What follows belongs to an exercise in optimizing a design on an open flow for small area; a production flow would make more cautious choices.
Only simulation tests tie the RTL to the original design; equivalence was not proved.
Power is estimated from default activity; no workload was simulated.

== trial 75 ==
Design random_map_writer, start of the top module:
module random_map_writer (
    input  logic        clk,
    input  logic        rst,
    input  logic        start,
    input  logic [15:0] seed,
    input  logic [4:0]  density,
    input  logic [4:0]  rd_x,
    input  logic [4:0]  rd_y,
    output logic        rd_occ,
    output logic        busy,
    output logic        done,
    output logic [9:0]  occ_count
);
Size: about 760 cells after synthesis, roughly 130 flip-flops, about 47 I/O pins, about 7900 um2 of cells after synthesis.
export LEC_CHECK = 0
export CAP_MARGIN = 20
export CORE_MARGIN = 2
export CORE_UTILIZATION = 40
export CTS_BUF_LIST = sky130_fd_sc_hd__clkbuf_8
export GPL_TIMING_DRIVEN = 0
export SLEW_MARGIN = 20
create_clock -name core_clock -period 5.0 [get_ports {clk}]
standard.sh (not shown) runs the stock make flow with config.mk's settings and CLKGATE_MAP_FILE= SYNTH_SCRIPT=/design/flow/synth_recipe.tcl, a recipe that flattens the netlist after the stock synthesis.
==> flow/flow/run.sh <==
#!/bin/bash
# The standard layout with two changes:
#  - every port still gets its own buffer, but a plain buf_1 instead of the
#    delay buffer that buffer_ports picks by default;
#  - synthesis maps the logic with flow/abc_map.script (an area-oriented ABC
#    script) in place of ORFS's abc_speed.script. Everything else in the ORFS
#    scripts is used unchanged, from a copy made here.
set -euo pipefail
export BUFFER_PORTS_ARGS="-buffer_cell sky130_fd_sc_hd__buf_1"
rm -rf scripts_local
cp -r "$FLOW_HOME/scripts" scripts_local
cp flow/abc_map.script scripts_local/abc_speed.script
export SCRIPTS_DIR="$PWD/scripts_local"
bash standard.sh > standard.log 2>&1
==> flow/flow/abc_map.script <==
strash
&get -n
&syn2
&dch -f
&nf
&put
topo
stime -c
dnsize -c
Trial 75 ended with every stage complete and zero timing, DRC or antenna violations.
The following lists how trial 84 was set up differently from trial 75:
==> flow/flow/abc_map.script <==
strash
dc2
&get -n
&dch -f
&nf -R 1000
&put
topo
stime -c
dnsize -c
==> results.txt <==
Trial 84: done, clean on timing, DRC and antenna
From trial 75 to trial 84 the numbers moved as follows: final area up about 0.6%; core utilization up 0.26 points.
Looking at via count across both flows, trial 84 is the weaker of the two, with trial 75 ahead.
When the final numbers for trial 75 and trial 84 were put side by side, the fraction of power spent switching nets turned out to be greater in trial 84.
On trial 84: total global routing track utilization is 0.35 points higher than what trial 75 gave.
Run comparison: trial 75 timing startpoint of the critical path pv[4]$_DFF_P_; trial 84 timing startpoint of the critical path pv[10]$_DFF_P_
Sort trial 75 and trial 84 by synthesized cell count, ascending, and trial 75 comes first.

---

Starting RTL as in the previous note.
export LEC_CHECK = 0
export CAP_MARGIN = 20
export CORE_MARGIN = 2
export CORE_UTILIZATION = 40
export CTS_BUF_LIST = sky130_fd_sc_hd__clkbuf_8
export GPL_TIMING_DRIVEN = 0
export SLEW_MARGIN = 20
create_clock -name core_clock -period 5.0 [get_ports {clk}]
==> flow/flow/run.sh <==
#!/bin/bash
# The standard layout, with one change: every port still gets its own
# buffer, but a plain buf_2 instead of the delay buffer that buffer_ports
# picks by default (that cell adds about 0.5 ns to each input and output path).
set -euo pipefail
export BUFFER_PORTS_ARGS="-buffer_cell sky130_fd_sc_hd__buf_2"
bash standard.sh > standard.log 2>&1
==> next run, changes <==
==> flow/flow/run.sh (replaced) <==
#!/bin/bash
# The standard layout with two changes:
#  - every port still gets its own buffer, but a plain buf_1 instead of the
#    delay buffer that buffer_ports picks by default;
#  - synthesis maps the logic with flow/abc_map.script (an area-oriented ABC
#    script) in place of ORFS's abc_speed.script. Everything else in the ORFS
#    scripts is used unchanged, from a copy made here.
set -euo pipefail
export BUFFER_PORTS_ARGS="-buffer_cell sky130_fd_sc_hd__buf_1"
rm -rf scripts_local
cp -r "$FLOW_HOME/scripts" scripts_local
cp flow/abc_map.script scripts_local/abc_speed.script
export SCRIPTS_DIR="$PWD/scripts_local"
bash standard.sh > standard.log 2>&1
==> flow/flow/abc_map.script (new file) <==
strash
dc2
&get -n
&dch -f
&nf -R 1000
&put
strash
dc2
&get -n
&dch -f
&nf -R 1000
&put
topo
stime -c
dnsize -c
Settings changed: CORE_UTILIZATION 40 to 55.
=> Sequential cell count does not change; global-route usage increases by 5.3 points; synthesized cell count falls by 5.3%; final area decreases by 15%; synthesized area drops by 16%; combinational power drops by 17%; hold slack improves by 0.042 ns; power drops by 8.1%; wire length falls by 23%.
==> next run, changes <==
==> flow/flow/run.sh (replaced) <==
#!/bin/bash
# The standard layout, with one change: every port still gets its own
# buffer, but a plain buf_1 instead of the delay buffer that buffer_ports
# picks by default (that cell adds about 0.5 ns to each input and output path).
set -euo pipefail
export BUFFER_PORTS_ARGS="-buffer_cell sky130_fd_sc_hd__buf_1"
bash standard.sh > standard.log 2>&1
Settings changed: CORE_UTILIZATION 55 to 40.
removed: flow/flow/abc_map.script
The changed run completed with no timing, DRC or antenna violations.
Non-clock buffer count rose by 44.
Die area rose by 62%.
Power rose by 6.6%.
Wire length rose by 29%.
Area after synthesis rose by 20%.
==> next run, changes <==
==> flow/flow/run.sh (replaced) <==
#!/bin/bash
# The standard layout with two changes:
#  - every port still gets its own buffer, but a plain buf_1 instead of the
#    delay buffer that buffer_ports picks by default;
#  - synthesis maps the logic with flow/abc_map.script (an area-oriented ABC
#    script) in place of ORFS's abc_speed.script. Everything else in the ORFS
#    scripts is used unchanged, from a copy made here.
set -euo pipefail
export BUFFER_PORTS_ARGS="-buffer_cell sky130_fd_sc_hd__buf_1"
rm -rf scripts_local
cp -r "$FLOW_HOME/scripts" scripts_local
cp flow/abc_map.script scripts_local/abc_speed.script
export SCRIPTS_DIR="$PWD/scripts_local"
bash standard.sh > standard.log 2>&1
==> flow/flow/abc_map.script (new file) <==
strash
dc2
dc2
&get -n
&dch -f
&nf -R 1000
&put
topo
stime -c
dnsize -c
Settings changed: CORE_UTILIZATION 40 to 55, PLACE_DENSITY from default to 0.75.
Effect:
- The changed run passed the timing, design-rule and antenna checks
- area after synthesis is lower by about a fifth
- global-route usage is higher by 3.9 points
- synthesized cell count is lower by a few percent
- clock skew barely changes
- hold slack is better by 0.042 ns
- design area is lower by about a fifth
- clock power is higher by a little under a tenth
- cell count is lower by roughly a tenth
- worst setup slack is better by 0.0091 ns
- routed wire length is lower by a quarter to a third

---

random_map_writer, a different RTL version from the one above (not shown whole).
Size in the first run: roughly 1100 cells after synthesis, about 47 I/O pins.
export LEC_CHECK = 0
export CAP_MARGIN = 20
export CORE_MARGIN = 2
export CORE_UTILIZATION = 40
export CTS_BUF_LIST = sky130_fd_sc_hd__clkbuf_8
export CTS_CLUSTER_DIAMETER = 60
export CTS_CLUSTER_SIZE = 20
export GPL_TIMING_DRIVEN = 0
export SLEW_MARGIN = 20
create_clock -name core_clock -period 5.0 [get_ports {clk}]
==> flow/flow/run.sh <==
#!/bin/bash
# The standard layout, with one change: every port still gets its own
# buffer, but a plain buf_2 instead of the delay buffer that buffer_ports
# picks by default (that cell adds about 0.5 ns to each input and output path).
set -euo pipefail
export BUFFER_PORTS_ARGS="-buffer_cell sky130_fd_sc_hd__buf_2"
bash standard.sh > standard.log 2>&1
Rerun with:
Settings changed: CTS_CLUSTER_DIAMETER 60 to unset, CTS_CLUSTER_SIZE 20 to unset, PLACE_DENSITY set to 0.8.
The changed run finished with timing, DRC and antenna clean.
Die area is unchanged.
Final area stays flat.
Power climbs slightly.
Utilization hardly moves.
Clock skew climbs by 0.0078 ns.
Non-clock buffer count drops by 1.
Setup slack is better by 0.025 ns.
Fmax climbs slightly.
Final cell count is about the same.
Synthesized cell count does not change.

---

Setup of run A:
RTL: one of the versions met above, not the one the previous note started from.
For scale: about 130 flip-flops, about 47 I/O pins, roughly 0.0079 mm^2 of cells after synthesis.
Settings: LEC_CHECK=0, CAP_MARGIN=20, CORE_MARGIN=2, CORE_UTILIZATION=55, CTS_BUF_LIST=sky130_fd_sc_hd__clkbuf_8, GPL_TIMING_DRIVEN=0, SLEW_MARGIN=20; clock period 5.0 ns.
==> flow/flow/run.sh <==
#!/bin/bash
# The standard layout with two changes:
#  - every port still gets its own buffer, but a plain buf_1 instead of the
#    delay buffer that buffer_ports picks by default;
#  - synthesis maps the logic with flow/abc_map.script (an area-oriented ABC
#    script) in place of ORFS's abc_speed.script. Everything else in the ORFS
#    scripts is used unchanged, from a copy made here.
set -euo pipefail
export BUFFER_PORTS_ARGS="-buffer_cell sky130_fd_sc_hd__buf_1"
rm -rf scripts_local
cp -r "$FLOW_HOME/scripts" scripts_local
cp flow/abc_map.script scripts_local/abc_speed.script
export SCRIPTS_DIR="$PWD/scripts_local"
bash standard.sh > standard.log 2>&1
==> flow/flow/abc_map.script <==
strash
dc2
&get -n
&dch -f
&nf
&put
topo
stime -c
dnsize -c
Run A closes out successfully: all stages finished, all timing, DRC and antenna checks passed.
The following lists how run B was set up differently from run A:
# run A
export LEC_CHECK = 0
export CAP_MARGIN = 20
export CORE_MARGIN = 2
export CORE_UTILIZATION = 55
export CTS_BUF_LIST = sky130_fd_sc_hd__clkbuf_8
export GPL_TIMING_DRIVEN = 0
export SLEW_MARGIN = 20
create_clock -name core_clock -period 5.0 [get_ports {clk}]
# run B
export LEC_CHECK = 0
export CAP_MARGIN = 20
export CORE_MARGIN = 2
export CORE_UTILIZATION = 75
export CTS_BUF_LIST = sky130_fd_sc_hd__clkbuf_8
export GPL_TIMING_DRIVEN = 0
export SLEW_MARGIN = 20
create_clock -name core_clock -period 5.0 [get_ports {clk}]
==> results.txt <==
Run A -> run B: power dissipated in sequential cells flat
From run B to run A, non-clock buffer count did not move at all.
Final worst-path cycle share: run B higher than run A
Looking at total power density per cell area, run B sits above run A.
Compared with run A, the detailed router inserted more vias in run B.
On share of synthesized registers carrying an async set or reset, run A and run B are basically level.
Final cell count for run B is lower than for run A.
The inputs of run C differ from those of run B as listed below.
# run B
export LEC_CHECK = 0
export CAP_MARGIN = 20
export CORE_MARGIN = 2
export CORE_UTILIZATION = 75
export CTS_BUF_LIST = sky130_fd_sc_hd__clkbuf_8
export GPL_TIMING_DRIVEN = 0
export SLEW_MARGIN = 20
create_clock -name core_clock -period 5.0 [get_ports {clk}]
# run C
export LEC_CHECK = 0
export CAP_MARGIN = 20
export CORE_MARGIN = 2
export CORE_UTILIZATION = 50
export CTS_BUF_LIST = sky130_fd_sc_hd__clkbuf_8
export GPL_TIMING_DRIVEN = 0
export SLEW_MARGIN = 20
create_clock -name core_clock -period 5.0 [get_ports {clk}]
==> flow/flow/run.sh <==
#!/bin/bash
# The standard layout, with one change: every port still gets its own
# buffer, but a plain buf_1 instead of the delay buffer that buffer_ports
# picks by default (that cell adds about 0.5 ns to each input and output path).
set -euo pipefail
export BUFFER_PORTS_ARGS="-buffer_cell sky130_fd_sc_hd__buf_1"
bash standard.sh > standard.log 2>&1
removed: flow/flow/abc_map.script
Results
[compare] base=run B new=run C: average vias per placed instance decreased about 8%; total power draw decreased 2.7%; worst ir drop on vdd decreased 0.44 mV; clock network area share decreased 0.96 points.
Delta (run C minus run B): worst hold margin decreased by 0.050 ns relative to the old numbers, share of the core filled with cells in the final layout decreased by 30 points relative to the old numbers, placer congestion estimate decreased by about 2% relative to the old numbers.

-- port drivers added, routing unchanged --
The results above use ideal ports. As a check the final layouts listed here were re-extracted and re-timed, cells and wires unchanged.
Step 1: set_driving_cell puts a clkbuf_16 on clk and a buf_2 on each other input, an assumption about the parent block.
Step 2 times the ports against the registers' clock, not the clock port: input delays grow and output delays shrink by t, the midpoint of the rising clock arrivals with the driver on.
Three values: ideal, step 1, step 2; two values: the first two.
run | shift t [ns] | setup WS [ns] | worst setup path at the end | slew at the worst register clock pin (ns)
trial 75 | 0.467 | 0.181 / 0.143 / -0.256 | input to register | 0.09 / 0.09
trial 84 | 0.473 | 0.356 / 0.318 / 0.030 | input to register | 0.08 / 0.08
the first run of note 2 | 0.471 | 0.390 / 0.347 / 0.789 | input to register | 0.10 / 0.10
the second run of note 2 | 0.477 | 0.333 / 0.301 / -0.129 | input to register | 0.08 / 0.08
the third run of note 2 | 0.481 | 0.413 / 0.376 / 0.633 | input to register | 0.09 / 0.09
the fourth run of note 2 | 0.476 | 0.422 / 0.387 / 0.029 | input to register | 0.09 / 0.09
the first run of note 3 | 0.502 | 0.112 / 0.066 / -0.269 | input to register | 0.12 / 0.12
the second run of note 3 | 0.516 | 0.137 / 0.094 / -0.326 | input to register | 0.12 / 0.12
run A | 0.472 | 0.251 / 0.213 / -0.185 | input to register | 0.08 / 0.08
run B | 0.481 | 0.192 / 0.173 / -0.273 | input to register | 0.09 / 0.09
run C | 0.488 | 0.392 / 0.351 / 0.622 | input to register | 0.09 / 0.09
Met with ideal ports but missed after step 2: setup timing in 6 of these runs. For run B, which loses most, drivers alone change the setup slack by -0.019 ns; drivers and shift together by -0.465 ns.
